This design comes from an exercise in tuning for small area, a short achievable clock period and few clock cycles on the open sky130 flow, not from production work. In this exercise RTL edits were held to simulation tests only and were not proved equivalent to the original. No activity file was given, so power comes from the tool's default toggle rates.

==> flow/design.v <==
package imd_pkg;
	localparam int IMD_REG_WIDTH_DEF = 32;	 
	typedef enum logic [3:0] {
		IMD_NOP   = 4'd0,	 
		IMD_MFHI  = 4'd1,	 
		IMD_MFLO  = 4'd2,	 
		IMD_MTHI  = 4'd3,	 
		IMD_MTLO  = 4'd4,	 
		IMD_MULT  = 4'd5,	 
		IMD_MULTU = 4'd6,	 
		IMD_DIV   = 4'd7,	 
		IMD_DIVU  = 4'd8	 
	} imd_op_t;
	typedef enum logic [1:0] {
		SEQ_IDLE = 2'd0,	 
		SEQ_RUN  = 2'd1,	 
		SEQ_DONE = 2'd2		 
	} imd_seq_state_t;
endpackage
`timescale 1ns/1ps
module imd_top #(
	parameter int REG_WIDTH = imd_pkg::IMD_REG_WIDTH_DEF
) (
	input  logic			clk,
	input  logic			nrst,
	input  logic [3:0]		i_imuldiv_op,		 
	input  logic [REG_WIDTH-1:0]	i_rs_val,
	input  logic [REG_WIDTH-1:0]	i_rt_val,
	input  logic			i_mem_stall,
	input  logic			i_fetch_stall,
	input  logic			i_nullify_execute,
	input  logic			i_nullify_mem,
	input  logic			i_nullify_wb,
	output logic			o_exec_stall,		 
	output logic [REG_WIDTH-1:0]	o_rd_val,
	output logic			o_rd_valid
);
	localparam int W = REG_WIDTH;
	localparam int CW = $clog2(W);
	localparam int K = 4;			 
	localparam int NSTEP = W / K;
	logic		st_prep;	 
	logic		st_mul;		 
	logic		st_mfin;	 
	logic		st_size;	 
	logic		st_norm;	 
	logic		st_div;		 
	logic		st_neg;		 
	logic [W-1:0]	hi, lo;		 
	logic [W-1:0]	d;		 
	logic [W-1:0]	m;		 
	logic [CW-1:0]	cnt;		 
	logic [CW:0]	za, zb;		 
	logic		cy;		 
	logic		md;		 
	logic		short_m;	 
	logic		nl, nd;		 
	logic		neg_l, neg_h;	 
	logic		zl;		 
	logic		hz, lz;		 
	logic		mthi_m, mtlo_m, mthi_w, mtlo_w;
	logic		rd_hi;		 
	logic [W-1:0]	hi_seq, lo_seq;	 
	logic		op_mf, op_mfhi, op_mthi, op_mtlo, op_mul, op_div, op_signed;
	logic		busy, last;
	logic		fin_hi, fin_lo;	 
	logic		stall_hi, stall_lo;
	logic		d_zero, q_zero;	 
	logic		free;		 
	logic		adv, ld_arith, ld_mt, wr_mt;
	assign op_mfhi = (i_imuldiv_op == imd_pkg::IMD_MFHI);
	assign op_mf = op_mfhi || (i_imuldiv_op == imd_pkg::IMD_MFLO);
	assign op_mthi = (i_imuldiv_op == imd_pkg::IMD_MTHI);
	assign op_mtlo = (i_imuldiv_op == imd_pkg::IMD_MTLO);
	assign op_mul = (i_imuldiv_op == imd_pkg::IMD_MULT) || (i_imuldiv_op == imd_pkg::IMD_MULTU);
	assign op_div = (i_imuldiv_op == imd_pkg::IMD_DIV) || (i_imuldiv_op == imd_pkg::IMD_DIVU);
	assign op_signed = (i_imuldiv_op == imd_pkg::IMD_MULT) || (i_imuldiv_op == imd_pkg::IMD_DIV);
	assign busy = st_prep || st_mul || st_mfin || st_size || st_norm || st_div || st_neg;
	assign last = (cnt == '0);
	assign fin_lo = (st_mfin && !neg_l) || st_neg || (st_mul && last && !short_m && !neg_l) ||
		(((st_div && last) || (st_norm && (d_zero || q_zero))) && !neg_l);
	assign fin_hi = (st_mfin && !neg_l) || st_neg ||
		(((st_div && last) || (st_norm && (d_zero || q_zero))) && !neg_h);
	assign stall_hi = busy && !fin_hi;
	assign stall_lo = busy && !fin_lo;
	assign free = !i_mem_stall && !i_fetch_stall;
	assign o_exec_stall = free && (op_mfhi ? stall_hi : (op_mf && stall_lo));
	assign adv = free && !(op_mfhi ? stall_hi : (op_mf && stall_lo));
	assign ld_arith = free && !i_nullify_execute && (op_mul || op_div);
	assign ld_mt = free && !i_nullify_execute && (op_mthi || op_mtlo);
	assign wr_mt = adv && !i_nullify_wb;
	logic		a_neg, b_neg;
	assign a_neg = op_signed && i_rs_val[W-1];
	assign b_neg = op_signed && i_rt_val[W-1];
	function automatic logic is_small(input logic [W-1:0] v, input logic sgn);
		is_small = (v[W-1:W/2] == '0) || (sgn && (v[W-1:W/2-1] == '1));
	endfunction
	logic		rs_small, rt_small, swap;
	logic [W-1:0]	lo_in, d_in;
	assign rs_small = is_small(i_rs_val, op_signed);
	assign rt_small = is_small(i_rt_val, op_signed);
	assign swap = op_mul && !rs_small && rt_small;
	assign lo_in = swap ? i_rt_val : i_rs_val;
	assign d_in = swap ? i_rs_val : i_rt_val;
	localparam int CSW = W + K;
	function automatic logic [2*CSW-1:0] csa(input logic [CSW-1:0] x, input logic [CSW-1:0] y,
		input logic [CSW-1:0] z);
		logic [CSW-1:0] s, c;
		s = x ^ y ^ z;
		c = ((x & y) | (x & z) | (y & z)) << 1;
		csa = {c, s};
	endfunction
	logic [CSW-1:0]	pp [K];
	logic [CSW-1:0]	s1, c1, s2, c2, s3, c3, cs_s, cs_c;
	logic [K:0]	cs_lo;		 
	always_comb
		for (int i = 0; i < K; i++)
			pp[i] = {{K{1'b0}}, d & {W{lo[i]}}} << i;
	assign {c1, s1} = csa({{K{1'b0}}, hi}, {{K{1'b0}}, m}, pp[0]);
	assign {c2, s2} = csa(pp[1], pp[2], pp[3]);
	assign {c3, s3} = csa(s1, c1, s2);
	assign {cs_c, cs_s} = csa(s3, c3, c2);
	assign cs_lo = {1'b0, cs_s[K-1:0]} + {1'b0, cs_c[K-1:0]} + {{K{1'b0}}, cy};
	logic [W:0]	sum;
	assign sum = {1'b0, hi} + {1'b0, m} + {{W{1'b0}}, md || cy};
	logic [W-1:0]	lo_neg, hi_neg, lo_mag, d_mag;
	assign lo_neg = ~lo + 1'b1;
	assign hi_neg = ~hi + {{(W-1){1'b0}}, md || !st_neg || zl};
	assign lo_mag = nl ? lo_neg : lo;
	assign d_mag = nd ? hi_neg : d;
	function automatic logic [CW:0] clz(input logic [W-1:0] v);
		logic [CW-1:0]	n [W];
		logic		z [W];
		for (int i = 0; i < W; i++)
		begin
			z[i] = !v[W - 1 - i];
			n[i] = '0;
		end
		for (int l = 0; l < CW; l++)
		begin
			for (int i = 0; i < (W >> (l + 1)); i++)
			begin
				n[i] = z[2*i] ? (n[2*i+1] | CW'(1 << l)) : n[2*i];
				z[i] = z[2*i] && z[2*i+1];
			end
		end
		clz = {z[0], z[0] ? '0 : n[0]};
	endfunction
	logic [CW:0]	sh;
	assign d_zero = zb[CW];
	assign q_zero = (zb < za);		 
	assign sh = zb - za;
	logic		end_div;	 
	assign end_div = (st_norm && (d_zero || q_zero)) || (st_div && last);
	always_ff @(posedge clk or negedge nrst)
	begin
		if (!nrst)
		begin
			st_prep <= 1'b0;
			st_mul <= 1'b0;
			st_mfin <= 1'b0;
			st_size <= 1'b0;
			st_norm <= 1'b0;
			st_div <= 1'b0;
			st_neg <= 1'b0;
			hz <= 1'b1;
			lz <= 1'b1;
			o_rd_valid <= 1'b0;
			mthi_m <= 1'b0;
			mtlo_m <= 1'b0;
			mthi_w <= 1'b0;
			mtlo_w <= 1'b0;
		end
		else
		begin
			if (adv)
			begin
				o_rd_valid <= !i_nullify_execute && op_mf;
				mthi_m <= ld_mt && op_mthi;
				mtlo_m <= ld_mt && op_mtlo;
				mthi_w <= mthi_m && !i_nullify_mem;
				mtlo_w <= mtlo_m && !i_nullify_mem;
			end
			if (ld_arith || (wr_mt && mthi_w))
				hz <= 1'b0;
			if (ld_arith || (wr_mt && mtlo_w))
				lz <= 1'b0;
			if (ld_arith)
			begin
				st_prep <= a_neg || b_neg;
				st_mul <= op_mul && !a_neg && !b_neg;
				st_mfin <= 1'b0;
				st_size <= op_div && !a_neg && !b_neg;
				st_norm <= 1'b0;
				st_div <= 1'b0;
				st_neg <= 1'b0;
			end
			else
			begin
				st_prep <= 1'b0;
				st_mul <= (st_prep && !md) || (st_mul && !last);
				st_mfin <= st_mul && last;
				st_size <= st_prep && md;
				st_norm <= st_size;
				st_div <= (st_norm && !d_zero && !q_zero) || (st_div && !last);
				st_neg <= ((st_mfin || end_div) && (neg_l || neg_h));
			end
		end
	end
	always_ff @(posedge clk)
	begin
		if (adv && !i_nullify_execute && op_mf)
			rd_hi <= op_mfhi;
		if (ld_arith)
		begin
			md <= op_div;
			short_m <= rs_small || rt_small;
			nl <= swap ? b_neg : a_neg;
			nd <= swap ? a_neg : b_neg;
			neg_l <= a_neg ^ b_neg;
			neg_h <= op_div ? a_neg : (a_neg ^ b_neg);
			cy <= 1'b0;
		end
		else if (st_mul)
			cy <= cs_lo[K];
		if (st_mfin)
			zl <= (lo[W-1:W/2] == '0) && (short_m ? (sum[W/2-1:0] == '0) : (lo[W/2-1:0] == '0));
		if (ld_arith)
			cnt <= CW'((rs_small || rt_small) ? NSTEP / 2 - 1 : NSTEP - 1);
		else if (st_norm)
			cnt <= sh[CW-1:0];
		else if (st_mul || st_div)
			cnt <= cnt - 1'b1;
		if (st_size)
		begin
			za <= clz(lo);
			zb <= clz(d);
		end
		if (ld_arith)
			d <= d_in;
		else if (adv && (mthi_m || mtlo_m))
			d <= m;
		else if (st_prep)
			d <= d_mag;
		if (ld_mt)
			m <= i_rs_val;
		else if (ld_arith)
			m <= '0;
		else if (st_mul)
			m <= cs_c[CSW-1:K];
		else if (st_norm)
			m <= ~(d << sh[CW-1:0]);
		else if (st_div)
			m <= {1'b1, m[W-1:1]};
	end
	always_comb
	begin
		hi_seq = hi;
		lo_seq = lo;
		if (st_prep)
		begin
			hi_seq = '0;
			lo_seq = lo_mag;
		end
		if (st_mul)
		begin
			hi_seq = cs_s[CSW-1:K];
			lo_seq = {cs_lo[K-1:0], lo[W-1:K]};
		end
		if (st_mfin)
		begin
			if (short_m)
			begin
				hi_seq = {{(W/2){1'b0}}, sum[W-1:W/2]};
				lo_seq = {sum[W/2-1:0], lo[W-1:W/2]};
			end
			else
				hi_seq = sum[W-1:0];
		end
		if (st_norm)
		begin
			hi_seq = lo;
			lo_seq = {W{d_zero}};
		end
		if (st_div)
		begin
			if (sum[W])
				hi_seq = sum[W-1:0];
			lo_seq = {lo[W-2:0], sum[W]};
		end
		if (st_neg)
		begin
			if (neg_l)
				lo_seq = lo_neg;
			if (neg_h)
				hi_seq = hi_neg;
		end
	end
	always_ff @(posedge clk)
	begin
		if (ld_arith)
		begin
			lo <= lo_in;
			hi <= (a_neg || b_neg) ? d_in : '0;
		end
		else if (wr_mt && mthi_w)
			hi <= d;
		else if (wr_mt && mtlo_w)
			lo <= d;
		else
		begin
			hi <= hi_seq;
			lo <= lo_seq;
		end
	end
	assign o_rd_val = (hi & {W{rd_hi && !hz}}) | (lo & {W{!rd_hi && !lz}});
endmodule
Settings: LEC_CHECK=0, CAP_MARGIN=20, CORE_MARGIN=2, CORE_UTILIZATION=40, SETUP_SLACK_MARGIN=2.75, SLEW_MARGIN=20, TNS_END_PERCENT=10; clock period 6.5 ns.
standard.sh (not shown) runs the stock make flow with config.mk's settings and CLKGATE_MAP_FILE= SYNTH_SCRIPT=/design/flow/synth_recipe.tcl, a recipe that flattens the netlist after the stock synthesis.
==> flow/flow/run.sh <==
#!/bin/bash
# Standard layout with two placement/repair knobs changed:
#  - port buffers are plain sky130 buffers (buf_1) instead of the delay cell
#    buffer_ports picks by default; every port still gets its own buffer;
#  - the resizer may change a cell's footprint when it repairs timing.
set -euo pipefail
bash standard.sh MATCH_CELL_FOOTPRINT=0 "BUFFER_PORTS_ARGS=-buffer_cell sky130_fd_sc_hd__buf_1" finish > standard_make.log 2>&1
Testbench counts at the start, summed over its fixed seeds: cycles 31,226.
Next try:
--- a/flow/design.v
+++ b/flow/design.v
@@ -60,14 +60,11 @@
 	logic		hz, lz;		 
 	logic		mthi_m, mtlo_m, mthi_w, mtlo_w;
 	logic		rd_hi;		 
 	logic [W-1:0]	hi_seq, lo_seq;	 
 	logic		op_mf, op_mfhi, op_mthi, op_mtlo, op_mul, op_div, op_signed;
-	logic		busy, last;
-	logic		fin_hi, fin_lo;	 
-	logic		stall_hi, stall_lo;
-	logic		d_zero, q_zero;	 
+	logic		busy, last, fin, stallable;
 	logic		free;		 
 	logic		adv, ld_arith, ld_mt, wr_mt;
 	assign op_mfhi = (i_imuldiv_op == imd_pkg::IMD_MFHI);
 	assign op_mf = op_mfhi || (i_imuldiv_op == imd_pkg::IMD_MFLO);
 	assign op_mthi = (i_imuldiv_op == imd_pkg::IMD_MTHI);
@@ -75,19 +72,15 @@
 	assign op_mul = (i_imuldiv_op == imd_pkg::IMD_MULT) || (i_imuldiv_op == imd_pkg::IMD_MULTU);
 	assign op_div = (i_imuldiv_op == imd_pkg::IMD_DIV) || (i_imuldiv_op == imd_pkg::IMD_DIVU);
 	assign op_signed = (i_imuldiv_op == imd_pkg::IMD_MULT) || (i_imuldiv_op == imd_pkg::IMD_DIV);
 	assign busy = st_prep || st_mul || st_mfin || st_size || st_norm || st_div || st_neg;
 	assign last = (cnt == '0);
-	assign fin_lo = (st_mfin && !neg_l) || st_neg || (st_mul && last && !short_m && !neg_l) ||
-		(((st_div && last) || (st_norm && (d_zero || q_zero))) && !neg_l);
-	assign fin_hi = (st_mfin && !neg_l) || st_neg ||
-		(((st_div && last) || (st_norm && (d_zero || q_zero))) && !neg_h);
-	assign stall_hi = busy && !fin_hi;
-	assign stall_lo = busy && !fin_lo;
+	assign fin = (st_mfin && !neg_l) || (st_div && last && !neg_l && !neg_h) || st_neg;
+	assign stallable = busy && !fin;
 	assign free = !i_mem_stall && !i_fetch_stall;
-	assign o_exec_stall = free && (op_mfhi ? stall_hi : (op_mf && stall_lo));
-	assign adv = free && !(op_mfhi ? stall_hi : (op_mf && stall_lo));
+	assign o_exec_stall = free && op_mf && stallable;
+	assign adv = free && !(op_mf && stallable);
 	assign ld_arith = free && !i_nullify_execute && (op_mul || op_div);
 	assign ld_mt = free && !i_nullify_execute && (op_mthi || op_mtlo);
 	assign wr_mt = adv && !i_nullify_wb;
 	logic		a_neg, b_neg;
 	assign a_neg = op_signed && i_rs_val[W-1];
@@ -145,10 +138,11 @@
 			end
 		end
 		clz = {z[0], z[0] ? '0 : n[0]};
 	endfunction
 	logic [CW:0]	sh;
+	logic		d_zero, q_zero;
 	assign d_zero = zb[CW];
 	assign q_zero = (zb < za);		 
 	assign sh = zb - za;
 	logic		end_div;	 
 	assign end_div = (st_norm && (d_zero || q_zero)) || (st_div && last);
Outcome: Sequential power shrinks by about 4%. Sequential share of layout area shrinks by 0.24 points. Setup slack improves by 0.29 ns. Combinational power barely changes. Power is about the same. Core utilization grows by 1.4 points. Clock power barely changes.
Testbench counts after the change, summed over its fixed seeds: cycles 31,558.

## port drivers added, routing unchanged
No port has a modelled driver above. Below, the same layouts with a new extraction and two added sets of constraints.
Step 1 sets driving cells, clkbuf_16 on the clock port and buf_2 on the other inputs (assumed; they add their load-dependent delay and slew).
Step 2 also shifts input and output timing later by t, the mid clock arrival at the registers, as if the neighbouring blocks saw the same clock.
Slacks: ideal / step 1 / step 2; pairs: ideal / step 1.
| run | shift t [ns] | slack for setup (ns) | hold WS [ns] | worst setup path after step 2 |
|---|---|---|---|---|
| the first run | 0.536 | 2.255 / 2.197 / 1.940 | 0.495 / 0.495 / 0.495 | input to register |
| the second run | 0.574 | 2.543 / 2.580 / 2.007 | 0.495 / 0.495 / 0.495 | input to register |
After both steps setup and hold are still met in every run listed. The setup slack of the second run, which loses most, moves by +0.037 ns with the drivers and by -0.536 ns with both steps.
